Background: an optimization exercise with open tools, aiming at small area and a short achievable clock period. Do not read the settings as production practice. Function was checked by simulation only, so behaviour that the tests miss may differ from the original. Power figures rest on the tool's default switching activity, not on a simulated workload.

<file path="flow/standard.sh">
#!/bin/bash
# synth_recipe.tcl (not shown) runs the flow's synth.tcl, then flattens the netlist and writes it again
# the make line also repeats each setting of config.mk as NAME=value (left out here)
make -C /OpenROAD-flow-scripts/flow DESIGN_CONFIG=/design/flow/config.mk WORK_HOME=/design/flow/orfs CLKGATE_MAP_FILE= SYNTH_SCRIPT=/design/flow/synth_recipe.tcl "${@:-finish}"
</file>
<file path="flow/flow/run.sh">
#!/bin/bash
# Standard layout flow, except that the port buffers are plain buf_1 cells (which the
# resizer may upsize) instead of the default clkdlybuf4s50_1 delay buffers.
set -euo pipefail
# the standard synthesis, unchanged
bash standard.sh synth > synth.log 2>&1
# floorplan to final layout
bash standard.sh BUFFER_PORTS_ARGS="-buffer_cell sky130_fd_sc_hd__buf_1" finish > layout.log 2>&1
</file>
<file path="flow/design.v">
module fsms_core (
    input  logic        i_clk,
    input  logic        i_rst_n,
    input  logic        i_accept,
    input  logic        i_operation,
    input  logic [9:0]  i_distance_cm,
    input  logic [31:0] i_now_tick,
    input  logic [1:0]  i_random_pick,
    input  logic [9:0]  i_detect_limit,
    input  logic [9:0]  i_stop_limit,
    input  logic [9:0]  i_detect_next,
    input  logic [9:0]  i_stop_next,
    input  logic [15:0] i_patrol_period,
    input  logic [15:0] i_fan_max,
    input  logic [15:0] i_pause_len,
    input  logic [15:0] i_turn_len,
    input  logic [7:0]  i_right_sector,
    input  logic [7:0]  i_left_sector,
    output logic [7:0]  o_servo_angle,
    output logic [2:0]  o_motion,
    output logic        o_fan_on,
    output logic [2:0]  o_mode,
    output logic        o_fire_seen,
    output logic        o_fire_near
);
    localparam logic [2:0] MODE_PATROL   = 3'd0;
    localparam logic [2:0] MODE_PAUSE    = 3'd1;
    localparam logic [2:0] MODE_TURN     = 3'd2;
    localparam logic [2:0] MODE_APPROACH = 3'd3;
    localparam logic [2:0] MODE_FAN      = 3'd4;
    localparam logic [2:0] MOT_STOP     = 3'd0;
    localparam logic [2:0] MOT_SPIN_L   = 3'd3;
    localparam logic [2:0] MOT_SPIN_R   = 3'd4;
    localparam logic [2:0] MOT_APPROACH = 3'd5;
    function automatic logic ge32(input logic [31:0] a, input logic [31:0] b);
        logic [31:0] g, p;
        g = a & ~b;
        p = a | ~b;
        for (int s = 1; s < 32; s = s * 2) begin
            for (int i = 0; i < 32; i = i + 2 * s) begin
                g[i] = g[i+s] | (p[i+s] & g[i]);
                p[i] = p[i+s] & p[i];
            end
        end
        ge32 = g[0] | p[0];
    endfunction
    function automatic logic cout32(input logic [31:0] a, input logic [31:0] b);
        logic [31:0] g, p;
        g = a & b;
        p = a | b;
        g[0] = a[0] | b[0];
        for (int s = 1; s < 32; s = s * 2) begin
            for (int i = 0; i < 32; i = i + 2 * s) begin
                g[i] = g[i+s] | (p[i+s] & g[i]);
                p[i] = p[i+s] & p[i];
            end
        end
        cout32 = g[0];
    endfunction
    logic [2:0]  r_mode;
    logic [2:0]  r_pm;       
    logic        r_aux;      
    logic        r_scan;     
    logic        r_up;       
    logic [6:0]  r_ang;      
    logic [9:0]  r_range;
    logic        r_pdl_set;  
    logic [31:0] r_pdl;      
    logic [31:0] r_tmr;      
    logic is_ctrl;
    assign is_ctrl = i_operation;
    logic r_sel_patrol, r_sel_pause, r_sel_fan;
    logic m_patrol, m_pause, m_turn, m_appr, m_fan;
    assign m_patrol = (r_mode == MODE_PATROL);
    assign m_pause  = (r_mode == MODE_PAUSE);
    assign m_turn   = (r_mode == MODE_TURN);
    assign m_appr   = (r_mode == MODE_APPROACH);
    assign m_fan    = (r_mode == MODE_FAN);
    logic       r_lost, r_far;
    logic       lost, far;
    logic [9:0] n_range;
    assign lost    = r_lost;
    assign far     = r_far;
    assign n_range = !i_rst_n ? 10'd999 : ((i_accept && !is_ctrl) ? i_distance_cm : r_range);
    always_ff @(posedge i_clk) begin
        r_range <= n_range;
        r_lost  <= !ge32({22'd0, i_detect_next}, {22'd0, n_range});
        r_far   <= !ge32({22'd0, i_stop_next}, {22'd0, n_range});
    end
    logic [31:0] t_ref, now, t_len;
    logic        ge_31, ge_32, due, tdone;
    assign now   = i_now_tick;
    assign t_ref = r_sel_patrol ? r_pdl : r_tmr;
    assign ge_31 = ge32({1'b0, now[30:0]}, {1'b0, t_ref[30:0]});
    assign due   = (m_patrol && !r_pdl_set) ? !now[31] : !(now[31] ^ t_ref[31] ^ !ge_31);
    assign ge_32 = ge32(now, t_ref);
    logic [31:0] csa_s;
    logic [32:0] csa_c;
    logic        s_hi;
    assign t_len = {16'd0, r_sel_fan ? i_fan_max : i_pause_len};
    assign csa_s = now ^ r_tmr ^ t_len;
    assign csa_c = {(now & ~r_tmr) | (now & ~t_len) | (~r_tmr & ~t_len), 1'b1};
    assign s_hi  = cout32(csa_s, csa_c[31:0]);
    assign tdone = ge_32 ? (csa_c[32] && s_hi) : (csa_c[32] || s_hi);
    logic [15:0] a_len;
    logic [16:0] sum_lo;
    logic [15:0] sum_hi;
    logic [31:0] sum;
    assign a_len  = (r_sel_patrol && lost) ? i_patrol_period : (r_sel_pause ? i_turn_len : 16'd0);
    assign sum_lo = {1'b0, now[15:0]} + {1'b0, a_len};
    logic [15:0] pre1;
    always_comb begin
        logic [15:0] t;
        t = now[31:16];
        for (int s = 1; s < 16; s = s * 2) begin
            for (int i = 15; i >= s; i--) t[i] = t[i] & t[i-s];
        end
        pre1 = {t[14:0], 1'b1};
    end
    assign sum_hi = now[31:16] ^ (pre1 & {16{sum_lo[16]}});
    assign sum = {sum_hi, sum_lo[15:0]};
    logic [7:0] angle;
    assign angle = {r_ang, 1'b0};
    logic right_of, left_of;
    assign right_of = !ge32({24'd0, angle}, {24'd0, i_right_sector});
    assign left_of  = !ge32({24'd0, i_left_sector}, {24'd0, angle});
    logic [2:0] n_mode;
    logic       n_aux;
    logic       ld_pm, ld_pdl, ld_tmr;
    always_comb begin
        n_mode = r_mode;
        n_aux  = r_aux;
        ld_pm  = 1'b0;
        ld_pdl = 1'b0;
        ld_tmr = 1'b0;
        case (r_mode)
            MODE_PATROL: begin
                if (lost) begin
                    n_aux = 1'b1;
                    if (due) begin
                        ld_pm  = 1'b1;
                        ld_pdl = 1'b1;
                    end
                end else begin
                    n_mode = MODE_PAUSE;
                    n_aux  = 1'b0;
                    ld_tmr = 1'b1;
                end
            end
            MODE_PAUSE: begin
                n_aux = 1'b0;
                if (lost) begin
                    n_mode = MODE_PATROL;
                end else if (tdone) begin
                    if (right_of || left_of) begin
                        n_mode = MODE_TURN;
                        n_aux  = !right_of;
                        ld_tmr = 1'b1;
                    end else begin
                        n_mode = MODE_APPROACH;
                    end
                end
            end
            MODE_TURN: begin
                if (lost) begin
                    n_mode = MODE_PATROL;
                    n_aux  = 1'b0;
                end else if (due) begin
                    n_mode = MODE_APPROACH;
                    n_aux  = 1'b0;
                end
            end
            MODE_APPROACH: begin
                n_aux = 1'b0;
                if (lost) begin
                    n_mode = MODE_PATROL;
                end else if (far) begin
                    n_aux = 1'b1;
                end else begin
                    n_mode = MODE_FAN;
                    ld_tmr = 1'b1;
                end
            end
            default: begin
                n_aux = 1'b0;
                if (tdone || lost) n_mode = MODE_PATROL;
            end
        endcase
    end
    logic       scan, h90;
    logic [6:0] n_ang;
    logic       n_up;
    assign scan = m_patrol && r_scan;
    assign h90  = m_fan || (m_appr && r_aux);
    always_comb begin
        n_ang = r_ang;
        n_up  = r_up;
        if (scan) begin
            if (r_up) begin
                if (r_ang >= 7'd85) begin
                    n_ang = 7'd90;
                    n_up  = 1'b0;
                end else begin
                    n_ang = r_ang + 7'd5;
                end
            end else begin
                if (r_ang <= 7'd5) begin
                    n_ang = 7'd0;
                    n_up  = 1'b1;
                end else begin
                    n_ang = r_ang - 7'd5;
                end
            end
        end else if (h90) begin
            n_ang = 7'd45;
        end
    end
    always_ff @(posedge i_clk) begin
        if (!i_rst_n) begin
            r_mode    <= MODE_PATROL;
            r_sel_patrol <= 1'b1;
            r_sel_pause  <= 1'b0;
            r_sel_fan    <= 1'b0;
            r_pm      <= MOT_STOP;
            r_aux     <= 1'b0;
            r_scan    <= 1'b1;
            r_up      <= 1'b1;
            r_ang     <= 7'd0;
            r_pdl_set <= 1'b0;
        end else if (i_accept) begin
            if (is_ctrl) begin
                r_mode <= n_mode;
                r_sel_patrol <= (n_mode == MODE_PATROL);
                r_sel_pause  <= (n_mode == MODE_PAUSE);
                r_sel_fan    <= (n_mode == MODE_FAN);
                r_aux  <= n_aux;
                r_scan <= !(m_pause || m_turn);
                if (ld_pm) r_pm <= {1'b0, i_random_pick} + 3'd1;
                if (ld_pdl) r_pdl_set <= 1'b1;
            end else begin
                r_ang   <= n_ang;
                r_up    <= n_up;
            end
        end
    end
    always_ff @(posedge i_clk) begin
        if (i_rst_n && i_accept && is_ctrl && ld_pdl) r_pdl <= sum;
        if (i_rst_n && i_accept && is_ctrl && ld_tmr) r_tmr <= sum;
    end
    always_comb begin
        o_motion = MOT_STOP;
        case (r_mode)
            MODE_PATROL:   o_motion = r_aux ? r_pm : MOT_STOP;
            MODE_TURN:     o_motion = r_aux ? MOT_SPIN_L : MOT_SPIN_R;
            MODE_APPROACH: o_motion = r_aux ? MOT_APPROACH : MOT_STOP;
            default:       o_motion = MOT_STOP;
        endcase
    end
    assign o_servo_angle = angle;
    assign o_fan_on      = m_fan;
    assign o_mode        = r_mode;
    assign o_fire_seen   = is_ctrl ? !lost : ge32({22'd0, i_detect_limit}, {22'd0, i_distance_cm});
    assign o_fire_near   = is_ctrl ? !far  : ge32({22'd0, i_stop_limit}, {22'd0, i_distance_cm});
endmodule
module fire_seek_mode_sequencer (
    input  logic        i_clk,
    input  logic        i_rst_n,
    input  logic        i_in_valid,
    output logic        i_in_ready,
    input  logic        i_in_operation,
    input  logic [9:0]  i_in_distance_cm,
    input  logic [31:0] i_in_now_tick,
    input  logic [1:0]  i_in_random_pick,
    input  logic        i_cfg_valid,
    output logic        i_cfg_ready,
    input  logic [2:0]  i_cfg_index,
    input  logic [15:0] i_cfg_data,
    output logic        o_out_valid,
    input  logic        o_out_ready,
    output logic [7:0]  o_out_servo_angle,
    output logic [2:0]  o_out_motion,
    output logic        o_out_fan_on,
    output logic [2:0]  o_out_mode,
    output logic        o_out_fire_seen,
    output logic        o_out_fire_near
);
    localparam logic [2:0] CFG_DETECT_LIMIT  = 3'd0;
    localparam logic [2:0] CFG_STOP_LIMIT    = 3'd1;
    localparam logic [2:0] CFG_PATROL_PERIOD = 3'd2;
    localparam logic [2:0] CFG_FAN_MAX       = 3'd3;
    localparam logic [2:0] CFG_PAUSE         = 3'd4;
    localparam logic [2:0] CFG_TURN          = 3'd5;
    localparam logic [2:0] CFG_RIGHT_SECTOR  = 3'd6;
    localparam logic [2:0] CFG_LEFT_SECTOR   = 3'd7;
    logic [9:0]  r_detect_limit;
    logic [9:0]  r_stop_limit;
    logic [15:0] r_patrol_period;
    logic [15:0] r_fan_max;
    logic [15:0] r_pause_len;
    logic [15:0] r_turn_len;
    logic [7:0]  r_right_sector;
    logic [7:0]  r_left_sector;
    logic        res_fire_seen;
    logic        res_fire_near;
    logic        r_out_fire_seen;
    logic        r_out_fire_near;
    logic        r_out_valid;
    logic        in_acc;
    assign i_in_ready = !r_out_valid || o_out_ready;
    assign in_acc     = i_in_valid && i_in_ready;
    assign i_cfg_ready = 1'b1;
    logic        cfg_we_any;
    logic [15:0] d_z, d_o;
    logic [7:0]  cfg_we;
    assign cfg_we_any = !i_rst_n || i_cfg_valid;
    assign d_z = i_cfg_data & {16{i_rst_n}};
    assign d_o = i_cfg_data | {16{!i_rst_n}};
    always_comb begin
        for (int k = 0; k < 8; k++) cfg_we[k] = !i_rst_n || (i_cfg_valid && i_cfg_index == 3'(k));
    end
    function automatic logic [15:0] rv_sel(input logic [15:0] rv, input logic [15:0] z,
                                           input logic [15:0] o);
        rv_sel = (rv & o) | (~rv & z);
    endfunction
    logic [15:0] w_detect, w_stop, w_right, w_left;
    logic [9:0]  n_detect, n_stop;
    assign n_detect = cfg_we[CFG_DETECT_LIMIT] ? w_detect[9:0] : r_detect_limit;
    assign n_stop   = cfg_we[CFG_STOP_LIMIT] ? w_stop[9:0] : r_stop_limit;
    assign w_detect = rv_sel(16'd300, d_z, d_o);
    assign w_stop   = rv_sel(16'd50, d_z, d_o);
    assign w_right  = rv_sel(16'd60, d_z, d_o);
    assign w_left   = rv_sel(16'd120, d_z, d_o);
    always_ff @(posedge i_clk) begin
        r_detect_limit <= n_detect;
        r_stop_limit   <= n_stop;
        if (cfg_we[CFG_PATROL_PERIOD]) r_patrol_period <= rv_sel(16'd3000, d_z, d_o);
        if (cfg_we[CFG_FAN_MAX])       r_fan_max       <= rv_sel(16'd5000, d_z, d_o);
        if (cfg_we[CFG_PAUSE])         r_pause_len     <= rv_sel(16'd300, d_z, d_o);
        if (cfg_we[CFG_TURN])          r_turn_len      <= rv_sel(16'd1308, d_z, d_o);
        if (cfg_we[CFG_RIGHT_SECTOR])  r_right_sector  <= w_right[7:0];
        if (cfg_we[CFG_LEFT_SECTOR])   r_left_sector   <= w_left[7:0];
    end
    fsms_core u_core (
        .i_clk           (i_clk),
        .i_rst_n         (i_rst_n),
        .i_accept        (in_acc),
        .i_operation     (i_in_operation),
        .i_distance_cm   (i_in_distance_cm),
        .i_now_tick      (i_in_now_tick),
        .i_random_pick   (i_in_random_pick),
        .i_detect_limit  (r_detect_limit),
        .i_stop_limit    (r_stop_limit),
        .i_detect_next   (n_detect),
        .i_stop_next     (n_stop),
        .i_patrol_period (r_patrol_period),
        .i_fan_max       (r_fan_max),
        .i_pause_len     (r_pause_len),
        .i_turn_len      (r_turn_len),
        .i_right_sector  (r_right_sector),
        .i_left_sector   (r_left_sector),
        .o_servo_angle   (o_out_servo_angle),
        .o_motion        (o_out_motion),
        .o_fan_on        (o_out_fan_on),
        .o_mode          (o_out_mode),
        .o_fire_seen     (res_fire_seen),
        .o_fire_near     (res_fire_near)
    );
    always_ff @(posedge i_clk) begin
        if (!i_rst_n) begin
            r_out_valid <= 1'b0;
        end else if (in_acc) begin
            r_out_valid <= 1'b1;
        end else if (o_out_ready) begin
            r_out_valid <= 1'b0;
        end
    end
    always_ff @(posedge i_clk) begin
        if (in_acc) begin
            r_out_fire_seen <= res_fire_seen;
            r_out_fire_near <= res_fire_near;
        end
    end
    assign o_out_valid     = r_out_valid;
    assign o_out_fire_seen = r_out_fire_seen;
    assign o_out_fire_near = r_out_fire_near;
endmodule
</file>
<file path="flow/config.mk">
export PLATFORM = sky130hd
export DESIGN_NAME = fire_seek_mode_sequencer
export DESIGN_NICKNAME = fire_seek_mode_sequencer
export VERILOG_FILES = /design/flow/design.v
export SDC_FILE = /design/flow/constraint.sdc
export NUM_CORES = 4
export LEC_CHECK = 0
export CAP_MARGIN = 20
export CORE_MARGIN = 2
export CORE_UTILIZATION = 40
export SETUP_SLACK_MARGIN = 2.2
export SLEW_MARGIN = 20
export TNS_END_PERCENT = 5
</file>
<file path="flow/constraint.sdc">
create_clock -name core_clock -period 6.0 [get_ports {i_clk}]
set_input_delay 1.2000 -clock core_clock [delete_from_list [all_inputs] [get_ports {i_clk}]]
set_output_delay 1.2000 -clock core_clock [all_outputs]
set_load 0.01 [all_outputs]
</file>
==> notes.md, run 1 <==
status complete, no violations; GR Util met2 0.307; Port Buf Inserts 86; Synth area leaders edfxtp_1, dfxtp_1, ha_1, nand2_1, o21ai_0; placer congestion estimate between 0.8 and 0.9; Vias ~9k; worst reg-to-reg setup slack roughly 2300 ps; share of the synthesized area in the top cell type 0.376; post-synth top area cell edfxtp_1; area of the core between 20000 and 30000 um^2; M3 GR Usage 0.0262; crit path kind in2reg; worst slack, placed roughly 1500 ps; Yosys warning count 2; crit-path cells clkbuf_2 -> inv_1 -> ha_1 -> a222oi_1 -> o2111ai_2 -> o21bai_4 -> a31o_2 -> a41oi_2 -> a31o_4 -> nand2_2 -> a21oi_4 -> buf_12 -> buf_6; largest net degree at the start of global routing 49; commonest cells after routing, fill and taps aside edfxtp_1, nand2_1, inv_1; post-synthesis instance total 1127; Synth Flop Type edfxtp_1; CTS tree done; Post-synth ARST share 0; H-tree Lvls 4; met1 Usage GRT 0.255; layout cells sized above 1 0.145; area delta synth->final 15.0%; fmax ~270 MHz; critical path startpoint category primary input; vias in the first global route 8593; design area approximately 13000 um^2; Final Hold Viols 0; initial core utilization 0.405; Worst setup EP type flip-flop; DRT iter0 DRCs approximately 520; Post-DP Area 12400 um^2; critical path's slowest cell a222oi_1; Worst Tran Pin Value between 700 and 800 ps; clk slew on worst S/H paths 80 ps; worst-path maximum fanout 8; Die Y between 150 and 200 um; setup violators final 0; clock latency on the worst-skew pair approximately 430 ps; # DRC 0; clk root buf clkbuf_16; Hold-fix buffers, CTS 0; netlist area before placement ~12000 um^2; unrepaired setup endpoints after global routing true; DIE WIDTH about 170 um; Nets between 1k and 1.5k; GR Util All Layers 0.186; CTS buffer count 17; Distinct cells, synth 97; crit path DAT roughly 3900 ps; DIE AREA 30300 um^2; Pre-Repair DR Iteration Count 5; Setup TNS 0 ps; first-pass GRT wire length ~45000 um; Fill cells approximately 2.7k; Slew Viols, Final 0; # clock sinks slightly below 200; routed wire length ~28000 um; busiest grt layer met2; FF+latch count, synth about 200; Clock Tree Buf Depth 2; commonest non-fill, non-tap cell in the layout edfxtp_1; fin crit share 0.624; Clock Skews between 15 and 20 ps; Peak VDD IR 178 uV; min-delay worst type reg2reg; max incr delay on CP roughly 440 ps; dpl hpwl slightly above 20000 um; max cap viols 0; Period minus WS final 3740 ps; GRT overflow 0; pwr/cell area between 200 and 300 nW/um^2; Syn Nets around 1.3k; Seq/Total Area, Yosys 0.467; Relative slew margins 0.494; antenna-violating nets left 0; initial antenna violation count 0; Ports 89; Design Power between 0.003 and 0.004 W; Leak approximately 5 nW; Site Rows between 60 and 70; Syn Area/Cell slightly above 10 um^2; vias per cell around 5.4; EDFF count, synth between 100 and 150; post-route worst setup slack 2260 ps; Crit path required time 6140 ps; Ant. Diodes 0; Wirelength per Cell 17.6 um
[per-layer routing]
layer	vias to the layer above	share of wire	wire (um)
met5	-	0	0
met4	0	0.018	512
met3	28	0.041	1170
met2	211	0.48	13600
met1	4226	0.46	13200
li1	4327	-	-
[synthesized netlist by cell type (6+ instances only)]
cell type,n
edfxtp_1,145
mux2i_1,30
o22ai_1,14
o21ai_0,75
a21o_1,9
clkbuf_1,28
nor2b_1,13
a222oi_1,7
nand2b_1,28
nor3_1,18
nor2_1,65
nand2_1,125
xnor2_1,28
a32oi_1,7
maj3_1,6
mux2_2,22
nand3_1,25
and2_1,23
a22oi_1,17
nand4_1,8
and3_1,12
dfxtp_1,53
o21bai_1,9
o31ai_1,10
a21oi_1,54
inv_1,87
ha_1,39
a31oi_1,8
fa_1,16
o211ai_1,12
[cell type report]
| class | count | area (um^2) | share of cell area |
|---|---|---|---|
| multi-input cells | 797 | 5790 | 0.434 |
| flip-flops and latches | 198 | 5430 | 0.407 |
| repair buffers | 114 | 638 | 0.0479 |
| clock buffers | 21 | 526 | 0.0394 |
| well taps | 384 | 480 | 0.0360 |
| inverters | 89 | 348 | 0.0261 |
| clock inverters | 11 | 114 | 0.00854 |
| repair inverters | 1 | 5.00 | 0.000375 |
[critical path: cells and delay by family]
kind            cells  cell delay [ps]
compound gates      7             1750
fa+ha+maj           1              310
buf+inv             4              520
simple gates        1               90
[flip-flops by register name (all words and copies together), names as in the netlist, 3 cells and up]
register / count
u_core.r_mode: 3
r_left_sector: 7
u_core.r_pm: 3
r_fan_max: 16
u_core.r_pdl: 32
u_core.r_tmr: 32
u_core.r_range: 10
r_stop_limit: 10
u_core.r_ang: 7
r_right_sector: 8
r_pause_len: 16
r_patrol_period: 16
r_detect_limit: 10
r_turn_len: 16
[timing repair]
item                                    in CTS  in global routing
endpoints found under the setup margin     110                 85
resized for setup                           16                 29
buffers inserted                             5                  8
cloned                                       1                  5
pin swaps                                    2                 12
[power breakdown]
group / leakage [nW] / switching, W / internal (W)
sequential: 1.81 / 0.0000329 / 0.00157
combinational: 2.87 / 0.000350 / 0.000235
clock: 0.318 / 0.000546 / 0.000655
total: 4.99 / 0.000929 / 0.00246
[metrics by stage]
stage	utilization	hold WS, ps	std cells
finish	0.466	467	1615
global route	0.466	494	1615
CTS	0.458	475	1601
detailed placement	0.432	467	1563
global placement	0.432	458	1563
floorplan	-	436	1127
[cell families (layout without fill, tap and decap cells)]
| logic type | Yosys count | count (layout) | synth area share |
|---|---|---|---|
| multiplexers | 59 | 59 | 0.0560 |
| AND/OR/NAND/NOR | 343 | 344 | 0.146 |
| adder cells (fa/ha/maj) | 62 | 62 | 0.0759 |
| AO/OA/AOI/OAI | 298 | 298 | 0.181 |
| other | 2 | 2 | 0.000648 |
| XOR/XNOR | 32 | 32 | 0.0242 |
| flip-flops | 198 | 198 | 0.467 |
| buffers and inverters | 133 | 236 | 0.0485 |
[final timing paths]
path / from / to / cells past startpoint
max: i_in_now_tick[23] / u_core.r_tmr[13] / 13
min reg2reg: u_core.r_pm[2] / u_core.r_pm[2] / 2
min: u_core.r_pm[2] / u_core.r_pm[2] / 2
max reg2reg: u_core.r_lost / u_core.r_pdl[17] / 17
==> inputs of run 2 (changes only) <==
--- a/flow/config.mk
+++ b/flow/config.mk
@@ -8,6 +8,6 @@
 export CAP_MARGIN = 20
 export CORE_MARGIN = 2
-export CORE_UTILIZATION = 40
-export SETUP_SLACK_MARGIN = 2.2
+export CORE_UTILIZATION = 60
+export SETUP_SLACK_MARGIN = 2.5
 export SLEW_MARGIN = 20
 export TNS_END_PERCENT = 5
==> notes.md, run 2 <==
first-pass GRT wire length 44900 um (+0.31%); Nets 1375 (+2.5%); Period minus WS final 3660 ps (-80.4 ps); DIE WIDTH 143 um (-18%); placer congestion estimate 0.912 (+1.8%); CTS buffer count 17 (unchanged); H-tree Lvls 4 (unchanged); Seq/Total Area, Yosys 0.467 (unchanged); vias in the first global route 8714 (+1.4%); CTS tree done; Yosys warning count 2 (unchanged); clock latency on the worst-skew pair 450 ps (+20 ps); internal power 0.00241 W (-2.0%); Post-DP Area 12200 um^2 (-1.2%); Syn Nets 1251 (unchanged); Switching Fraction 0.296 (+0.0220); WHS 483 ps (+15.8 ps); design area 13800 um^2 (+3.2%); Peak VDD IR 238 uV (+34%); EDFF count, synth 145 (unchanged); Final Hold Viols 0 (unchanged); area delta synth->final 18.7%; Slew Viols, Final 0 (unchanged); Wirelength per Cell 19.2 um (+9.2%); status complete, no violations; Layout Utilization 0.731 (+0.265); min-delay worst type reg2reg; worst-path maximum fanout 8 (unchanged); final std cells w/o fill 1524 (-5.6%); WHS Path Cells 2 (unchanged); Seq pwr share 0.467 (-0.005); Worst Tran Pin Value 1090 ps (+337 ps); pwr/cell area 249 nW/um^2 (-2.1%); Reg2Reg Depth 15 (-2); fin crit share 0.610 (-0.0134); post-synth top area cell edfxtp_1; Site Rows 50 (-19%); Ports 89 (unchanged); Post-synth top cells edfxtp_1, nand2_1, inv_1; post-synthesis instance total 1127 (unchanged); unrepaired setup endpoints after global routing true; FF+latch count, synth 198 (unchanged); Gate power share 0.185 (+0.012); GR Util All Layers 0.286 (+0.100); # DRC 0 (unchanged); Die Y 143 um (-18%); Clock Tree Buf Depth 2 (unchanged); clk root buf clkbuf_16; worst reg-to-reg setup slack 2400 ps (+110 ps); Placed Cells 1439 (-7.9%); Port Buf Inserts 86 (unchanged); largest net degree at the start of global routing 73 (+49%); clock power share 0.348 (-0.007); # clock sinks 198 (unchanged); vias per cell 6.03 (+11%); most numerous cell in the Yosys netlist edfxtp_1; initial antenna violation count 0 (unchanged); Hold-fix buffers, CTS 0 (unchanged); dpl hpwl 19700 um (-4.5%); netlist area before placement 11600 um^2 (unchanged); Vias 9191 (+4.5%); Clock Skews 14.4 ps (-5.23 ps); Ant. Diodes 0 (unchanged); area of the core 18800 um^2 (-34%); Setup TNS 0 ps (unchanged); Pre-Repair DR Iteration Count 5 (unchanged); Crit path required time 6170 ps (+30 ps); antenna-violating nets left 0 (unchanged); Worst setup EP type flip-flop; GRT overflow 0 (unchanged); setup violators final 0 (unchanged); Leak 5.23 nW (+4.8%); switching power 0.00101 W (+9.2%); Relative slew margins 0.265 (-0.230); Top Registers u_core.r_pdl (32), u_core.r_tmr (32); clk slew on worst S/H paths 80 ps (about the same); critical path startpoint category primary input; Synth Flop Type edfxtp_1; Fill cells 1354 (-49%); layout cells sized above 1 0.203 (+0.0579); initial core utilization 0.615 (+0.211); max cap viols 0 (unchanged); share of the synthesized area in the top cell type 0.376 (unchanged); DIE AREA 20400 um^2 (-33%); Post-synth ARST share 0 (unchanged); Syn Area/Cell 10.3 um^2 (unchanged); commonest cells after routing, fill and taps aside edfxtp_1, nand2_1, inv_1; routed wire length 29300 um (+3.0%); DRT iter0 DRCs 659 (+27%); fmax 273 MHz (+2.2%); commonest non-fill, non-tap cell in the layout edfxtp_1; Synth area leaders edfxtp_1, dfxtp_1, ha_1, nand2_1, o21ai_0; Distinct cells, synth 97 (unchanged); crit path DAT 3830 ps (-50 ps); crit path kind in2reg
==> run 2: cell counts after synthesis <==
No cell type changed its count.
==> run 2: per-layer routing <==
metal / wire length, um / vias up / GRT usage
met4: 790 / 0 / 0.0922
met3: 1780 / 59 / 0.0402
met1: 12300 / 4419 / 0.382
met5: 0 / - / 0
met2: 14400 / 318 / 0.484
li1: - / 4395 / -
==> run 2: final cells by class <==
cell class,count,area [um^2],area share
Clock buffer,17,425,0.0309
Clock inverter,15,195,0.0142
Inverter,89,369,0.0268
Multi-Input combinational cell,798,5980,0.435
Sequential cell,198,5430,0.394
Tap cell,260,325,0.0236
Timing Repair Buffer,147,1040,0.0754
==> run 2: through the flow <==
stage / worst slack [ps] / total power (W)
after floorplan: 2110 / 0.00203
after global placement: 1460 / 0.00217
after detailed placement: 1420 / 0.00218
after CTS: 2440 / 0.00338
after global routing: 2250 / 0.00355
final: 2340 / 0.00342
==> run 2: worst max-delay path: stages <==
cell	delay, ps
buf_2	130
inv_2	100
ha_4	210
a222oi_1	360
buf_4	190
o2111ai_4	110
o21bai_1	190
a31o_2	280
a41oi_2	210
a31o_4	200
nand2_4	50
a21oi_4	190
buf_12	140
buf_12	110
buf_16	130
==> run 2: power by group through the flow <==
| stage | logic, W | clock network (W) | registers [W] |
|---|---|---|---|
| finish | 0.000634 | 0.00119 | 0.00160 |
| detailed placement | 0.000546 | 0 | 0.00163 |
| global route | 0.000693 | 0.00125 | 0.00160 |
| global placement | 0.000534 | 0 | 0.00163 |
| floorplan | 0.000411 | 0 | 0.00162 |
| CTS | 0.000586 | 0.00120 | 0.00160 |
==> run 2: repair_timing <==
item | 4_1_cts | 5_1_grt
pin swaps | 20 | 37
hold endpoints to repair | 0 | 0
resized for setup | 65 | 72
cloned | 5 | 1
buffers inserted | 23 | 24
endpoints found under the setup margin | 122 | 99
==> run 2: kinds of logic (layout without fill, tap and decap cells) <==
logic type	Yosys count	in the layout	share of synthesized area
XOR/XNOR	32	32	0.0242
other	2	2	0.000648
buffers and inverters	133	268	0.0485
flip-flops	198	198	0.467
AO/OA/AOI/OAI	298	298	0.181
AND/OR/NAND/NOR	343	345	0.146
multiplexers	59	59	0.0560
adder cells (fa/ha/maj)	62	62	0.0759
==> run 2: path summary, 6_finish.rpt <==
| check | start | to |
|---|---|---|
| worst max-delay path | i_in_now_tick[17] | u_core.r_tmr[31] |
| worst min-delay path | u_core.r_pm[1] | u_core.r_pm[1] |
| worst max register to register | u_core.r_sel_fan | u_core.r_tmr[31] |
| worst min register to register | u_core.r_pm[1] | u_core.r_pm[1] |
==> inputs of run 3 (changes only) <==
--- a/flow/config.mk
+++ b/flow/config.mk
@@ -8,5 +8,6 @@
 export CAP_MARGIN = 20
 export CORE_MARGIN = 2
-export CORE_UTILIZATION = 60
+export CORE_UTILIZATION = 40
+export CTS_CLUSTER_SIZE = 30
 export SETUP_SLACK_MARGIN = 2.5
 export SLEW_MARGIN = 20
==> notes.md, run 3 <==
WP buf/inv 5 (-1); CTS tree done; GR Util All Layers 0.193 (-0.0935); Slew Viols, Final 0 (unchanged); max cap viols 0 (unchanged); Worst setup EP type flip-flop; crit path kind in2reg; status complete, no violations; Top Registers u_core.r_pdl (32), u_core.r_tmr (32); Final Hold Viols 0 (unchanged); Gate power share 0.182 (-0.003); Site Rows 62 (+24%); Ports 89 (unchanged); fin crit share 0.599 (-0.0116); Crit path required time 6150 ps (-20 ps); crit-path cells buf_4 -> inv_4 -> ha_4 -> a222oi_1 -> buf_4 -> o2111ai_4 -> o21bai_4 -> a31o_4 -> a41oi_2 -> a31o_4 -> nand2_4 -> a21oi_4 -> buf_12 -> clkbuf_16; FF+latch count, synth 198 (unchanged); commonest cells after routing, fill and taps aside edfxtp_1, nand2_1, inv_1; pwr/cell area 247 nW/um^2 (-0.63%); clk slew on worst S/H paths 80 ps (about the same); Synth Flop Type edfxtp_1; Clock Tree Buf Depth 2 (unchanged); setup violators final 0 (unchanged); commonest non-fill, non-tap cell in the layout edfxtp_1; initial antenna violation count 0 (unchanged); H-tree Lvls 4 (unchanged); CTS buffer count 17 (unchanged); CP Launch Point i_in_now_tick[17]; DRT iter0 DRCs 526 (-20%); Port Buf Inserts 86 (unchanged); Layout Utilization 0.478 (-0.253); Fill cells 2611 (+93%); clock power share 0.346 (-0.002); Pre-Repair DR Iteration Count 6 (+1); placer congestion estimate 0.882 (-3.3%); initial core utilization 0.405 (-0.211); Seq pwr share 0.472 (+0.005); Seq/Total Area, Yosys 0.467 (unchanged); worst-path maximum fanout 8 (unchanged); CP top delay family compound AO/OA/AOI/OAI gates; Clock Skews 16.5 ps (+2.17 ps); vias per cell 5.45 (-9.6%); largest net degree at the start of global routing 48 (-34%); switching power 0.000966 W (-4.7%); Vias 8910 (-3.1%); Ant. Diodes 0 (unchanged); Syn Nets 1251 (unchanged); Relative slew margins 0.346 (+0.0818); most numerous cell in the Yosys netlist edfxtp_1; min-delay worst type reg2reg; max incr delay on CP 400 ps (+40 ps); Distinct cells, synth 97 (unchanged); Post-synth top cells edfxtp_1, nand2_1, inv_1; Setup TNS 0 ps (unchanged); crit path DAT 3740 ps (-90 ps); vias in the first global route 8721 (+0.080%); # DRC 0 (unchanged); Period minus WS final 3590 ps (-69.3 ps); post-synthesis instance total 1127 (unchanged); routed wire length 29200 um (-0.38%); antenna-violating nets left 0 (unchanged); dpl hpwl 20600 um (+4.6%); Nets 1362 (-0.95%); critical path's slowest cell a222oi_1; Leak 5.12 nW (-2.2%); fmax 278 MHz (+1.9%); area of the core 28600 um^2 (+52%); EDFF count, synth 145 (unchanged); Syn Area/Cell 10.3 um^2 (unchanged); Hold Path Origin u_core.r_pm[1]; layout cells sized above 1 0.183 (-0.0203); clk root buf clkbuf_16; # clock sinks 198 (unchanged); netlist area before placement 11600 um^2 (unchanged); Wirelength per Cell 17.9 um (-7.1%); Synth area leaders edfxtp_1, dfxtp_1, ha_1, nand2_1, o21ai_0; Yosys warning count 2 (unchanged); area delta synth->final 18.1%; Reg2Reg Launch Point u_core.r_sel_fan; DIE AREA 30300 um^2 (+48%); internal power 0.00242 W (+0.34%); first-pass GRT wire length 45900 um (+2.2%); share of the synthesized area in the top cell type 0.376 (unchanged); DIE WIDTH 174 um (+22%); Post-synth ARST share 0 (unchanged); Peak VDD IR 181 uV (-24%); Die Y 174 um (+22%); Worst Tran Pin Value 970 ps (-121 ps); Switching Fraction 0.286 (-0.0106); clock latency on the worst-skew pair 440 ps (about the same); unrepaired setup endpoints after global routing true; GRT overflow 0 (unchanged); critical path startpoint category primary input; post-synth top area cell edfxtp_1
## run 3: cell families after synthesis
kind of cell / Yosys count / share of synthesized area
AOI/OAI and AO/OA: 298 / 0.181
buffers and inverters: 133 / 0.0485
and+or+nand+nor: 343 / 0.146
DFF: 198 / 0.467
adders and majority gates: 62 / 0.0759
other: 2 / 0.000648
xor gates and xnor gates: 32 / 0.0242
muxes: 59 / 0.0560
## run 3: cell type report
class                      instances  area (um^2)  share of cell area
multi-input combinational        797         5960               0.436
sequential                       198         5430               0.397
timing repair buffer             134          846              0.0618
tap                              384          480              0.0351
clock buffer                      19          464              0.0339
inverter                          89          352              0.0257
clock inverter                    13          149              0.0109
timing repair inverter             1         5.00            0.000366
## run 3: power groups by stage
| stage | Clock, W | Sequential, W | Combinational [W] |
|---|---|---|---|
| 2_1_floorplan | 0 | 0.00162 | 0.000411 |
| 3_3_place_gp | 0 | 0.00163 | 0.000539 |
| 3_5_place_dp | 0 | 0.00163 | 0.000547 |
| 4_1_cts | 0.00119 | 0.00160 | 0.000579 |
| 5_1_grt | 0.00126 | 0.00161 | 0.000681 |
| 6_report | 0.00117 | 0.00160 | 0.000614 |
## run 3: timing repair
item,4_1_cts,5_1_grt
hold buffers,0,0
buffers inserted,14,20
gates cloned,4,2
setup endpoints to repair,117,99
resized for setup,32,60
pin swaps,10,30
## run 3: metrics by stage
stage / std cells / hold WS [ps] / cell area, um^2 / worst slack [ps] / total power [W]
after CTS: 1613 / 485 / 13200 / 2380 / 0.00337
final: 1635 / 476 / 13700 / 2410 / 0.00338
after detailed placement: 1563 / 477 / 12400 / 1500 / 0.00218
after global routing: 1635 / 518 / 13700 / 2330 / 0.00354
after global placement: 1563 / 465 / 12400 / 1530 / 0.00217
after floorplan: 1127 / 436 / 11700 / 2110 / 0.00203
## run 3: path summary, 6_finish.rpt
kind                endpoint  slack, ps  cells past startpoint
max reg2reg  u_core.r_tmr[1]       2480                     14
min reg2reg   u_core.r_pm[1]        480                      2
min           u_core.r_pm[1]        480                      2
max          u_core.r_tmr[1]       2410                     14
## run 3: worst min-delay path, cell delays in order (launching register included)
cell     delay (ps)
dfxtp_1         320
nand2_1          50
o21ai_0          60
## run 3: per-layer routing
metal,global-route usage,routed length (um),up-vias
li1,-,-,4375
met1,0.262,13700,4260
met2,0.314,13600,233
met3,0.0332,1250,42
met4,0.0574,671,0
met5,0,0,-
==> inputs of run 4 (changes only) <==
--- a/flow/config.mk
+++ b/flow/config.mk
@@ -9,6 +9,5 @@
 export CORE_MARGIN = 2
 export CORE_UTILIZATION = 40
-export CTS_CLUSTER_SIZE = 30
 export SETUP_SLACK_MARGIN = 2.5
 export SLEW_MARGIN = 20
-export TNS_END_PERCENT = 5
+export TNS_END_PERCENT = 1
==> notes.md, run 4 <==
layout cells sized above 1 0.184 (+0.00116); Synth area leaders edfxtp_1, dfxtp_1, ha_1, nand2_1, o21ai_0; final std cells w/o fill 1638 (+0.18%); clk slew on worst S/H paths 80 ps (about the same); post-synthesis instance total 1127 (unchanged); CTS buffer count 17 (unchanged); critical path's slowest cell a222oi_1; EDFF count, synth 145 (unchanged); vias in the first global route 8719 (-0.023%); H-tree Lvls 4 (unchanged); initial antenna violation count 0 (unchanged); CP top delay family compound AO/OA/AOI/OAI gates; Leak 5.14 nW (+0.33%); Site Rows 62 (unchanged); Worst setup EP type flip-flop; WP buf/inv 5 (unchanged); # DRC 0 (unchanged); first-pass GRT wire length 45900 um (about the same); Hold-fix buffers, CTS 0 (unchanged); clock power share 0.345 (about the same); switching power 0.000967 W (about the same); FF+latch count, synth 198 (unchanged); area taken by multi-input logic gates 5960 um^2 (unchanged); clock latency on the worst-skew pair 440 ps (about the same); crit path DAT 3740 ps (about the same); Switching Fraction 0.286 (about the same); post-synth top area cell edfxtp_1; Pre-Repair DR Iteration Count 5 (-1); Seq/Total Area, Yosys 0.467 (unchanged); critical path startpoint category primary input; Fill cells 2605 (-0.23%); Peak VDD IR 183 uV (+1.3%); most numerous cell in the Yosys netlist edfxtp_1; max cap viols 0 (unchanged); DIE WIDTH 174 um (unchanged); Wirelength per Cell 17.9 um (about the same); largest net degree at the start of global routing 48 (unchanged); Die Y 174 um (unchanged); fin crit share 0.599 (about the same); antenna-violating nets left 0 (unchanged); Crit path required time 6150 ps (about the same); DIE AREA 30300 um^2 (unchanged); Nets 1365 (+0.22%); WP depth 14 (unchanged); Setup TNS 0 ps (unchanged); crit-path cells buf_4 -> inv_4 -> ha_4 -> a222oi_1 -> buf_4 -> o2111ai_4 -> o21bai_4 -> a31o_4 -> a41oi_2 -> a31o_4 -> nand2_4 -> a21oi_4 -> buf_12 -> clkbuf_16; Reg2Reg Depth 14 (unchanged); Top Registers u_core.r_pdl (32), u_core.r_tmr (32); internal power 0.00242 W (+0.16%); Syn Nets 1251 (unchanged); vias per cell 5.46 (+0.16%); Clock Tree Buf Depth 2 (unchanged); Slew Viols, Final 0 (unchanged); worst reg-to-reg setup slack 2470 ps (about the same); Final Hold Viols 0 (unchanged); unrepaired setup endpoints after global routing true; Vias 8941 (+0.35%); min-delay worst type reg2reg; area delta synth->final 18.3%; Synth Flop Type edfxtp_1; fmax 278 MHz (about the same); Sequential cell area 5430 um^2 (unchanged); commonest non-fill, non-tap cell in the layout edfxtp_1; dpl hpwl 20600 um (unchanged); clk root buf clkbuf_16; Syn Area/Cell 10.3 um^2 (unchanged); area of the core 28600 um^2 (unchanged); GR Util All Layers 0.193 (about the same); routed wire length 29300 um (+0.22%); placer congestion estimate 0.882 (unchanged); status complete, no violations; Seq pwr share 0.472 (about the same); Post-synth top cells edfxtp_1, nand2_1, inv_1; Ports 89 (unchanged); CTS tree done; Relative slew margins 0.351 (+0.00502); Placed Cells 1563 (unchanged); max incr delay on CP 400 ps (about the same); setup violators final 0 (unchanged); Gate power share 0.183 (about the same); Worst Tran Pin Value 963 ps (-7.45 ps); netlist area before placement 11600 um^2 (unchanged); Layout Utilization 0.479 (+0.000787); Ant. Diodes 0 (unchanged); Period minus WS final 3590 ps (-1.93 ps); DRT iter0 DRCs 560 (+6.5%); GRT overflow 0 (unchanged); pwr/cell area 247 nW/um^2 (about the same); Distinct cells, synth 97 (unchanged); Port Buf Inserts 86 (unchanged); crit path kind in2reg; share of the synthesized area in the top cell type 0.376 (unchanged); commonest cells after routing, fill and taps aside edfxtp_1, nand2_1, inv_1; worst-path maximum fanout 8 (unchanged); Yosys warning count 2 (unchanged); WHS 476 ps (+0.00700 ps); Clock Skews 16.8 ps (+0.243 ps); initial core utilization 0.405 (unchanged); WHS Path Cells 2 (unchanged); # clock sinks 198 (unchanged); Post-synth ARST share 0 (unchanged)
[run 4: stage by stage]
stage | worst slack, ps | cell area, um^2 | power, W
6_report | 2410 | 13700 | 0.00339
5_1_grt | 2330 | 13700 | 0.00355
4_1_cts | 2380 | 13200 | 0.00337
3_5_place_dp | 1500 | 12400 | 0.00218
3_3_place_gp | 1530 | 12400 | 0.00217
2_1_floorplan | 2110 | 11700 | 0.00203
[run 4: power by group through the flow]
| stage | Sequential, W | Combinational (W) | Clock, W |
|---|---|---|---|
| after global routing | 0.00161 | 0.000686 | 0.00126 |
| after CTS | 0.00160 | 0.000577 | 0.00119 |
| after global placement | 0.00163 | 0.000539 | 0 |
| after detailed placement | 0.00163 | 0.000547 | 0 |
| after floorplan | 0.00162 | 0.000411 | 0 |
| final | 0.00160 | 0.000619 | 0.00117 |
[run 4: cell type report]
| type | count | share of cell area |
|---|---|---|
| Timing Repair Buffer | 137 | 0.0633 |
| Multi-Input combinational cell | 797 | 0.435 |
| Inverter | 89 | 0.0256 |
| Timing Repair inverter | 1 | 0.000365 |
| Clock buffer | 19 | 0.0339 |
| Tap cell | 384 | 0.0350 |
| Clock inverter | 13 | 0.0109 |
| Sequential cell | 198 | 0.396 |
[run 4: timing repair]
| item | in CTS | in global routing |
|---|---|---|
| hold endpoints to repair | 0 | 0 |
| cloned | 4 | 2 |
| endpoints found under the setup margin | 117 | 105 |
| resized for setup | 28 | 63 |
| pin swaps | 10 | 33 |
| buffers inserted | 14 | 23 |
[run 4: cell families (layout without fill, tap and decap cells)]
logic type / count (synthesis) / in the layout / synth area share
compound gates: 298 / 298 / 0.181
xor+xnor: 32 / 32 / 0.0242
fa+ha+maj: 62 / 62 / 0.0759
buf+inv: 133 / 259 / 0.0485
flops: 198 / 198 / 0.467
mux: 59 / 59 / 0.0560
other cells: 2 / 2 / 0.000648
simple gates: 343 / 344 / 0.146
[run 4: worst reg2reg max path, cell delays in order (launching register included)]
cell and delay [ps]:
dfxtp_4 370, buf_12 130, mux2_2 390, fa_2 520, a22oi_2 240, o211ai_1 130
a21oi_2 200, o21bai_4 80, a31o_4 250, a41oi_2 180, a31o_4 200, nand2_4 60
a21oi_4 160, buf_12 150, clkbuf_16 180
[run 4: worst paths after layout]
check	to	from
setup reg to reg	u_core.r_tmr[1]	u_core.r_sel_fan
setup / recovery	u_core.r_tmr[1]	i_in_now_tick[17]
hold reg to reg	u_core.r_pm[1]	u_core.r_pm[1]
hold / removal	u_core.r_pm[1]	u_core.r_pm[1]
[run 4: per-layer routing]
metal / part of all wire / routed length [um] / global-route usage / vias to the layer above
met4: 0.022 / 657 / 0.0574 / 0
met5: 0 / 0 / 0 / -
met1: 0.47 / 13700 / 0.263 / 4292
li1: - / - / - / 4379
met3: 0.042 / 1230 / 0.0332 / 38
met2: 0.47 / 13700 / 0.314 / 232
==> inputs of run 5 (changes only) <==
--- a/flow/config.mk
+++ b/flow/config.mk
@@ -9,5 +9,6 @@
 export CORE_MARGIN = 2
 export CORE_UTILIZATION = 40
+export PLACE_DENSITY = 0.75
 export SETUP_SLACK_MARGIN = 2.5
 export SLEW_MARGIN = 20
-export TNS_END_PERCENT = 1
+export TNS_END_PERCENT = 5
==> notes.md, run 5 <==
worst-path maximum fanout 8 (unchanged); Yosys warning count 2 (unchanged); # DRC 0 (unchanged); placer congestion estimate 0.896 (+1.6%); Clock Tree Buf Depth 2 (unchanged); Ports 89 (unchanged); Seq/Total Area, Yosys 0.467 (unchanged); Peak VDD IR 164 uV (-10%); clk slew on worst S/H paths 80 ps (about the same); commonest non-fill, non-tap cell in the layout edfxtp_1; max cap viols 0 (unchanged); GRT overflow 0 (unchanged); Reg2Reg Depth 15 (+1); share of the synthesized area in the top cell type 0.376 (unchanged); Distinct cells, synth 97 (unchanged); initial antenna violation count 0 (unchanged); area of the core 28600 um^2 (unchanged); Slew Viols, Final 0 (unchanged); Post-DP Area 12400 um^2 (unchanged); min-delay worst type reg2reg; vias in the first global route 8849 (+1.5%); initial core utilization 0.405 (unchanged); Leak 5.21 nW (+1.5%); Crit path required time 6160 ps (about the same); layout cells sized above 1 0.196 (+0.0121); Worst setup EP type flip-flop; Hold Path Origin u_core.r_pm[2]; commonest cells after routing, fill and taps aside edfxtp_1, nand2_1, inv_1; Ant. Diodes 0 (unchanged); H-tree Lvls 4 (unchanged); crit path DAT 3780 ps (+40 ps); Design Power 0.00342 W (+0.90%); Period minus WS final 3630 ps (+35.6 ps); most numerous cell in the Yosys netlist edfxtp_1; GR Util All Layers 0.196 (+0.00337); largest net degree at the start of global routing 40 (-17%); EDFF count, synth 145 (unchanged); pwr/cell area 247 nW/um^2 (+0.19%); CP Launch Point i_in_now_tick[26]; WHS Path Cells 2 (unchanged); vias per cell 5.70 (+4.4%); fin crit share 0.604 (+0.00594); post-synthesis instance total 1127 (unchanged); Final Hold Viols 0 (unchanged); Pre-Repair DR Iteration Count 5 (unchanged); post-synth top area cell edfxtp_1; design area 13800 um^2 (+0.71%); dpl hpwl 20400 um (-1.0%); DRT iter0 DRCs 842 (+50%); Post-synth top cells edfxtp_1, nand2_1, inv_1; # clock sinks 198 (unchanged); status complete, no violations; DIE WIDTH 174 um (unchanged); Top Registers u_core.r_pdl (32), u_core.r_tmr (32); Post-synth ARST share 0 (unchanged); Clock Skews 19.9 ps (+3.11 ps); Syn Area/Cell 10.3 um^2 (unchanged); Nets 1374 (+0.66%); antenna-violating nets left 0 (unchanged); Vias 9384 (+5.0%); DIE AREA 30300 um^2 (unchanged); clock latency on the worst-skew pair 450 ps (about the same); Synth Flop Type edfxtp_1; Port Buf Inserts 86 (unchanged); netlist area before placement 11600 um^2 (unchanged); Die Y 174 um (unchanged); CTS buffer count 17 (unchanged); Setup TNS 0 ps (unchanged); CTS tree done; fmax 276 MHz (-0.98%); unrepaired setup endpoints after global routing true; FF+latch count, synth 198 (unchanged); Reg2Reg Launch Point u_core.r_sel_fan; final std cells w/o fill 1647 (+0.55%); clk root buf clkbuf_16; Syn Nets 1251 (unchanged); area delta synth->final 19.2%; Synth area leaders edfxtp_1, dfxtp_1, ha_1, nand2_1, o21ai_0; Worst Tran Pin Value 959 ps (-3.63 ps); first-pass GRT wire length 46900 um (+2.1%); Wirelength per Cell 18.4 um (+2.8%); routed wire length 30200 um (+3.4%); setup violators final 0 (unchanged); Placed Cells 1563 (unchanged); Relative slew margins 0.354 (+0.00245); crit path kind in2reg; critical path startpoint category primary input; Site Rows 62 (unchanged)
run 5: cell types whose count changed in the layout (fill, tap and decap cells not counted), sizes merged:
cell      change
buf          +21
clkinvlp      -2
inv           +1
clkinv        -3
bufinv        +1
clkbuf        -9
run 5: metal layers:
| metal | part of all wire | GRT usage | wire length (um) |
|---|---|---|---|
| met1 | 0.42 | 0.256 | 12700 |
| met4 | 0.023 | 0.0529 | 693 |
| met5 | 0 | 0 | 0 |
| met2 | 0.49 | 0.334 | 14800 |
| met3 | 0.070 | 0.0350 | 2110 |
run 5: report_power, final:
group          total (W)  switching (W)  leakage [nW]  internal, W
clock            0.00119       0.000554         0.303     0.000638
sequential       0.00160      0.0000351          1.81      0.00157
combinational   0.000624       0.000365          3.10     0.000258
run 5: cell families (layout without fill, tap and decap cells):
| group | count (synthesis) | count (layout) | synth area share |
|---|---|---|---|
| simple gates | 343 | 344 | 0.146 |
| compound gates | 298 | 298 | 0.181 |
| flops | 198 | 198 | 0.467 |
| buf+inv | 133 | 268 | 0.0485 |
| fa+ha+maj | 62 | 62 | 0.0759 |
| mux | 59 | 59 | 0.0560 |
| xor+xnor | 32 | 32 | 0.0242 |
| other cells | 2 | 2 | 0.000648 |
run 5: cell type report:
class	count	area (um^2)
Timing Repair Buffer	147	982
Clock buffer	21	482
Clock inverter	11	128
Sequential cell	198	5430
Tap cell	384	480
Multi-Input combinational cell	797	5950
Fill cell	2484	14800
Inverter	89	360
run 5: worst max-delay path, stage by stage:
cell and delay (ps):
buf_2 120, inv_1 120, ha_4 220, a222oi_1 380
nand3_1 250, buf_4 200, a31o_2 250, a41oi_2 210
a31o_4 190, nand2_4 50, a21oi_4 190, buf_6 150
buf_12 100, buf_16 130
run 5: stage by stage:
stage	hold WS [ps]	util	setup slack, ps
2_1_floorplan	436	-	2110
3_3_place_gp	452	0.432	1580
3_5_place_dp	468	0.432	1450
4_1_cts	476	0.474	2450
5_1_grt	519	0.482	2330
6_report	469	0.482	2370
run 5: final timing paths:
| kind | end | slack [ps] |
|---|---|---|
| setup / recovery | u_core.r_tmr[1] | 2370 |
| hold / removal | u_core.r_pm[2] | 470 |
| setup reg to reg | u_core.r_tmr[1] | 2440 |
| hold reg to reg | u_core.r_pm[2] | 470 |
run 5: timing repair:
action,CTS,global route
resized for setup,79,47
pin swaps,28,25
setup endpoints to repair,125,100
buffers inserted,32,15
hold buffers,0,0
endpoints found under the hold margin,0,0
gates cloned,5,0
==> inputs of run 6 (changes only) <==
--- a/flow/config.mk
+++ b/flow/config.mk
@@ -9,6 +9,5 @@
 export CORE_MARGIN = 2
 export CORE_UTILIZATION = 40
-export PLACE_DENSITY = 0.75
-export SETUP_SLACK_MARGIN = 2.5
+export SETUP_SLACK_MARGIN = 2.8
 export SLEW_MARGIN = 20
 export TNS_END_PERCENT = 5
==> notes.md, run 6 <==
Site Rows 62 (unchanged); post-synth top area cell edfxtp_1; CP Launch Point i_in_now_tick[9]; Peak VDD IR 184 uV (+12%); worst slack, placed 1500 ps (+48.6 ps); commonest non-fill, non-tap cell in the layout edfxtp_1; initial core utilization 0.405 (unchanged); Slew Viols, Final 0 (unchanged); most numerous cell in the Yosys netlist edfxtp_1; first-pass GRT wire length 47100 um (+0.43%); commonest cells after routing, fill and taps aside edfxtp_1, nand2_1, inv_1; Die Y 174 um (unchanged); antenna-violating nets left 0 (unchanged); Clock Skews 16.6 ps (-3.32 ps); GRT overflow 0 (unchanged); share of the synthesized area in the top cell type 0.376 (unchanged); Period minus WS final 3580 ps (-43.9 ps); GR Util All Layers 0.198 (+0.00192); netlist area before placement 11600 um^2 (unchanged); Top Registers u_core.r_pdl (32), u_core.r_tmr (32); initial antenna violation count 0 (unchanged); Synth Flop Type edfxtp_1; layout cells sized above 1 0.211 (+0.0143); CTS buffer count 17 (unchanged); Post-synth top cells edfxtp_1, nand2_1, inv_1; Hold Path Origin u_core.r_pm[1]; Leak 5.27 nW (+1.1%); crit path DAT 3740 ps (-40 ps); Nets 1383 (+0.66%); Syn Area/Cell 10.3 um^2 (unchanged); fmax 279 MHz (+1.2%); DIE AREA 30300 um^2 (unchanged); Ports 89 (unchanged); # clock sinks 198 (unchanged); Pre-Repair DR Iteration Count 6 (+1); post-synthesis instance total 1127 (unchanged); fin crit share 0.597 (-0.00732); Crit path required time 6150 ps (about the same); unrepaired setup endpoints after global routing true; critical path startpoint category primary input; area of the core 28600 um^2 (unchanged); Wirelength per Cell 18.0 um (-2.2%); Vias 8978 (-4.3%); Syn Nets 1251 (unchanged); Ant. Diodes 0 (unchanged); CTS tree done; Synth area leaders edfxtp_1, dfxtp_1, ha_1, nand2_1, o21ai_0; status complete, no violations; max cap viols 0 (unchanged); largest net degree at the start of global routing 48 (+20%); Sequential cell area 5430 um^2 (about the same); vias in the first global route 8905 (+0.63%); Port Buf Inserts 86 (unchanged); setup violators final 0 (unchanged); dpl hpwl 20600 um (+1.0%); Worst Tran Pin Value 973 ps (+14.4 ps); Final Hold Viols 0 (unchanged); crit path kind in2reg; Post-synth ARST share 0 (unchanged); Fill cells 2585 (+4.1%); # DRC 0 (unchanged); Distinct cells, synth 97 (unchanged); Hold-fix buffers, CTS 0 (unchanged); H-tree Lvls 4 (unchanged); worst-path maximum fanout 8 (unchanged); DIE WIDTH 174 um (unchanged); clk slew on worst S/H paths 80 ps (about the same); Clock Tree Buf Depth 2 (unchanged); placer congestion estimate 0.882 (-1.6%); DRT iter0 DRCs 601 (-29%); routed wire length 29700 um (-1.6%); min-delay worst type reg2reg; area delta synth->final 20.7%; Reg2Reg Launch Point u_core.r_sel_fan; Relative slew margins 0.344 (-0.00973); clk root buf clkbuf_16; Seq/Total Area, Yosys 0.467 (unchanged); Yosys warning count 2 (unchanged); EDFF count, synth 145 (unchanged); pwr/cell area 244 nW/um^2 (-1.3%); post-route worst setup slack 2420 ps (+43.9 ps); Worst setup EP type flip-flop; vias per cell 5.42 (-4.8%); Setup TNS 0 ps (unchanged); FF+latch count, synth 198 (unchanged); area taken by multi-input logic gates 6020 um^2 (+1.2%); clock latency on the worst-skew pair 440 ps (about the same)
-- run 6: cell types whose count changed in the layout (fill, tap and decap cells not counted), moves of 2 or more --
cell      previous run  this run
buf_12               2         7
buf_2                8        12
buf_6                9         5
clkinv_8             1         4
fa_1                12         9
fa_2                 4         7
ha_1                24        21
inv_2               10         7
mux2_2              21        18
mux2_4               4         7
o21ai_1             11         8
buf_8                2         4
ha_2                 2         4
-- run 6: path summary, 6_finish.rpt --
path	to	slack [ps]	cells after the start
worst max-delay path	u_core.r_tmr[1]	2420	15
worst min-delay path	u_core.r_pm[1]	480	2
worst max register to register	u_core.r_tmr[1]	2460	15
worst min register to register	u_core.r_pm[1]	480	2
-- run 6: layer usage --
| layer | track usage | routed length, um | vias to the layer above |
|---|---|---|---|
| met4 | 0.0648 | 706 | 0 |
| met2 | 0.324 | 13900 | 226 |
| li1 | - | - | 4420 |
| met5 | 0 | 0 | - |
| met1 | 0.267 | 13900 | 4291 |
| met3 | 0.0328 | 1230 | 41 |
-- run 6: critical path, cell delays in order --
cell	delay, ps
buf_2	130
inv_4	80
fa_2	450
a22oi_2	190
o211ai_1	120
a21oi_2	190
o21bai_4	100
a31o_4	250
a41oi_2	200
a31o_4	200
nand2_4	50
a21oi_4	160
buf_12	140
buf_12	110
buf_16	130
-- run 6: stage by stage --
step | instances | cell area, um^2 | util | hold WS (ps) | power [W]
global placement | 1563 | 12400 | 0.432 | 465 | 0.00217
detailed placement | 1563 | 12400 | 0.432 | 477 | 0.00218
finish | 1656 | 14000 | 0.489 | 476 | 0.00342
CTS | 1642 | 13700 | 0.480 | 485 | 0.00341
global route | 1656 | 14000 | 0.489 | 518 | 0.00358
floorplan | 1127 | 11700 | - | 436 | 0.00203
-- run 6: layout make-up --
cell class,count,share of cell area
inverters,89,0.0262
well taps,384,0.0343
multi-input cells,797,0.430
repair buffers,155,0.0768
flip-flops and latches,198,0.388
repair inverters,1,0.000358
clock buffers,19,0.0332
clock inverters,13,0.0106
-- run 6: report_power, final --
part / switching, W / internal [W] / total [W]
Combinational: 0.000368 / 0.000279 / 0.000647
Sequential: 0.0000331 / 0.00156 / 0.00160
Clock: 0.000575 / 0.000597 / 0.00117
-- run 6: what timing repair did --
item,CTS,global route
resized for setup,99,45
pin swaps,48,29
gates cloned,5,0
setup buffers,42,14
endpoints found under the setup margin,128,112
-- run 6: cells by family (layout without fill, tap and decap cells) --
family,count (synthesis),after routing,share of synthesized area
mux,59,59,0.0560
flops,198,198,0.467
other cells,2,2,0.000648
xor+xnor,32,32,0.0242
simple gates,343,344,0.146
fa+ha+maj,62,62,0.0759
buf+inv,133,277,0.0485
compound gates,298,298,0.181
==> inputs of run 7 (changes only) <==
--- a/flow/config.mk
+++ b/flow/config.mk
@@ -9,5 +9,5 @@
 export CORE_MARGIN = 2
 export CORE_UTILIZATION = 40
-export SETUP_SLACK_MARGIN = 2.8
+export SETUP_SLACK_MARGIN = 2.3
 export SLEW_MARGIN = 20
 export TNS_END_PERCENT = 5
==> notes.md, run 7 <==
fin crit share 0.620 (+0.0225); Ant. Diodes 0 (unchanged); min-delay worst type reg2reg; Worst Tran Pin Value 975 ps (+1.50 ps); Gate power share 0.175 (-0.014); Peak VDD IR 182 uV (-1.0%); post-synthesis instance total 1127 (unchanged); Post-synth top cells edfxtp_1, nand2_1, inv_1; clock latency on the worst-skew pair 440 ps (about the same); Post-synth ARST share 0 (unchanged); critical path startpoint category primary input; switching power 0.000955 W (-2.2%); area delta synth->final 15.5%; H-tree Lvls 4 (unchanged); Leak 5.03 nW (-4.5%); FF+latch count, synth 198 (unchanged); Yosys warning count 2 (unchanged); Pre-Repair DR Iteration Count 5 (-1); Worst Hold Path EP u_core.r_pm[1]; Clock Skews 15.6 ps (-0.991 ps); clock power share 0.349 (+0.006); Worst setup EP type flip-flop; main combinational cell family by area after synthesis compound AO/OA/AOI/OAI gates; commonest non-fill, non-tap cell in the layout edfxtp_1; Fill cells 2655 (+2.7%); clk root buf clkbuf_16; final std cells w/o fill 1625 (-1.9%); Placed Cells 1563 (unchanged); Port Buf Inserts 86 (unchanged); area of the core 28600 um^2 (unchanged); commonest cells after routing, fill and taps aside edfxtp_1, nand2_1, inv_1; Hold Path Origin u_core.r_pm[1]; internal power 0.00240 W (-1.8%); Reg2Reg Depth 17 (+2); Setup TNS 0 ps (unchanged); routed wire length 28900 um (-2.8%); Hold-fix buffers, CTS 0 (unchanged); pwr/cell area 250 nW/um^2 (+2.6%); initial antenna violation count 0 (unchanged); Syn Area/Cell 10.3 um^2 (unchanged); dpl hpwl 20600 um (unchanged); Die Y 174 um (unchanged); layout cells sized above 1 0.153 (-0.0576); Distinct cells, synth 97 (unchanged); Reg2Reg Launch Point u_core.r_lost; DIE WIDTH 174 um (unchanged); status complete, no violations; Clock Tree Buf Depth 2 (unchanged); Nets 1352 (-2.2%); vias in the first global route 8618 (-3.2%); multiplexer share of the synthesized area 0.0560 (unchanged); worst slack, placed 1500 ps (unchanged); crit path kind in2reg; Top Registers u_core.r_pdl (32), u_core.r_tmr (32); antenna-violating nets left 0 (unchanged); Synth area leaders edfxtp_1, dfxtp_1, ha_1, nand2_1, o21ai_0; fmax 269 MHz (-3.6%); DRT iter0 DRCs 523 (-13%); Critical R2R Capture u_core.r_tmr[17]; # clock sinks 198 (unchanged); worst reg-to-reg setup slack 2410 ps (-50 ps); max cap viols 0 (unchanged); DIE AREA 30300 um^2 (unchanged); Vias 8819 (-1.8%); crit path DAT 3860 ps (+120 ps); Layout Utilization 0.467 (-0.0213); WHS Path Cells 2 (unchanged); unrepaired setup endpoints after global routing true; Relative slew margins 0.343 (-0.00101); Synth Flop Type edfxtp_1; netlist area before placement 11600 um^2 (unchanged); GRT overflow 0 (unchanged); Wirelength per Cell 17.8 um (-0.99%); vias per cell 5.43 (+0.10%); Syn Nets 1251 (unchanged); Ports 89 (unchanged); XOR/XNOR Fraction of Synth Area 0.0242 (unchanged); setup violators final 0 (unchanged); share of the synthesized area in the top cell type 0.376 (unchanged); # DRC 0 (unchanged); Period minus WS final 3720 ps (+135 ps); largest net degree at the start of global routing 47 (-2.1%); Crit path required time 6150 ps (about the same); post-route worst setup slack 2280 ps (-135 ps); initial core utilization 0.405 (unchanged); worst-path maximum fanout 8 (unchanged); GR Util All Layers 0.187 (-0.0105); EDFF count, synth 145 (unchanged); CTS buffer count 17 (unchanged); clk slew on worst S/H paths 80 ps (about the same); first-pass GRT wire length 44900 um (-4.7%); Seq/Total Area, Yosys 0.467 (unchanged); Seq pwr share 0.477 (+0.009); Site Rows 62 (unchanged); Slew Viols, Final 0 (unchanged); simple-gate share of the synthesized area 0.146 (unchanged); Final Hold Viols 0 (unchanged); Synth Area in Compound Gates 0.181 (unchanged); post-synth top area cell edfxtp_1; most numerous cell in the Yosys netlist edfxtp_1; placer congestion estimate 0.882 (unchanged); Switching Fraction 0.285 (-0.000792); CTS tree done; Adder-Cell Fraction of Synth Area 0.0759 (unchanged)
-- run 7: changes by cell type in the layout (fill, tap and decap cells not counted), moves of 4 or more --
cell      delta
buf_4       -31
buf_1       +15
ha_1        +12
buf_2       -11
ha_4         -9
inv_1        +8
inv_4        -8
fa_1         +7
fa_2         -7
clkbuf_2     +6
buf_8        -4
mux2_2       +4
mux2_4       -4
-- run 7: cell type report --
cell class	count	area, um^2	share of cell area
clock inverters	13	149	0.0111
flip-flops and latches	198	5430	0.406
well taps	384	480	0.0359
inverters	89	348	0.0260
clock buffers	19	464	0.0347
repair buffers	124	718	0.0537
multi-input cells	797	5790	0.433
repair inverters	1	5.00	0.000374
-- run 7: critical path: stages --
cell and delay, ps:
clkbuf_2 140, inv_1 70, ha_1 300, a222oi_1 330
buf_4 200, o2111ai_2 150, o21bai_2 270, a31o_2 260
a41oi_2 190, a31o_4 220, nand2_2 70, a21oi_4 140
buf_12 140, buf_6 170
-- run 7: cell families after synthesis --
logic type,Yosys count
simple gates,343
fa+ha+maj,62
other cells,2
xor+xnor,32
compound gates,298
flops,198
mux,59
buf+inv,133
-- run 7: metrics by stage --
step / hold WS (ps) / power (W) / instance area, um^2
6_report: 476 / 0.00335 / 13400
5_1_grt: 518 / 0.00351 / 13400
4_1_cts: 485 / 0.00336 / 13100
3_5_place_dp: 477 / 0.00218 / 12400
3_3_place_gp: 465 / 0.00217 / 12400
2_1_floorplan: 436 / 0.00203 / 11700
-- run 7: repair_timing --
item | in CTS | in global routing
setup buffers | 6 | 18
pin swaps | 1 | 15
resized for setup | 14 | 30
cloned | 1 | 5
endpoints found under the setup margin | 113 | 99
-- run 7: metal layers --
layer | track usage | part of all wire
met5 | 0 | 0
met2 | 0.308 | 0.46
met1 | 0.256 | 0.47
met3 | 0.0317 | 0.048
met4 | 0.0522 | 0.022
-- run 7: power groups by stage --
stage	combinational [W]	clock, W	sequential, W
2_1_floorplan	0.000411	0	0.00162
3_5_place_dp	0.000547	0	0.00163
4_1_cts	0.000565	0.00119	0.00160
3_3_place_gp	0.000539	0	0.00163
5_1_grt	0.000650	0.00126	0.00161
6_report	0.000585	0.00117	0.00160
-- run 7: worst max path at each step --
stage,depth (start not counted),slack (ps),endpoint,start
finish,14,2280,u_core.r_tmr[9],i_in_now_tick[23]
global route,13,2160,u_core.r_tmr[27],i_in_now_tick[17]
CTS,12,2080,u_core.r_tmr[23],i_in_now_tick[23]
detailed placement,12,1500,u_core.r_tmr[16],i_in_now_tick[23]
global placement,12,1530,u_core.r_tmr[14],i_in_now_tick[23]
floorplan,11,2110,u_core.r_tmr[0],i_in_now_tick[29]

port drivers added, routing unchanged:
The results above use ideal ports. As a check the final layouts listed here were re-extracted and re-timed, cells and wires unchanged.
Step 1: set_driving_cell puts a clkbuf_16 on i_clk and a buf_2 on each other input, an assumption about the parent block.
Step 2 also shifts input and output timing later by t, the mid clock arrival at the registers, as if the neighbouring blocks saw the same clock.
a / b / c = no drivers / after step 1 / after step 2; a / b = the first two.
run	shift t [ns]	slack for setup (ns)	worst hold slack (ns)	cell pins on the clock port's net
run 1	0.476	2.257 / 2.283 / 1.807	0.467 / 0.467 / 0.467	1
run 2	0.489	2.338 / 2.357 / 1.868	0.483 / 0.483 / 0.483	1
run 3	0.481	2.407 / 2.433 / 1.952	0.476 / 0.476 / 0.476	1
run 4	0.483	2.409 / 2.434 / 1.951	0.476 / 0.476 / 0.476	1
run 5	0.483	2.373 / 2.398 / 1.915	0.469 / 0.469 / 0.469	1
run 6	0.483	2.417 / 2.429 / 1.946	0.476 / 0.476 / 0.476	1
run 7	0.482	2.282 / 2.303 / 1.820	0.476 / 0.476 / 0.476	1
After both steps every run listed still meets setup and hold. For run 6, which loses most, drivers alone change the setup slack by +0.012 ns; drivers and shift together by -0.471 ns.
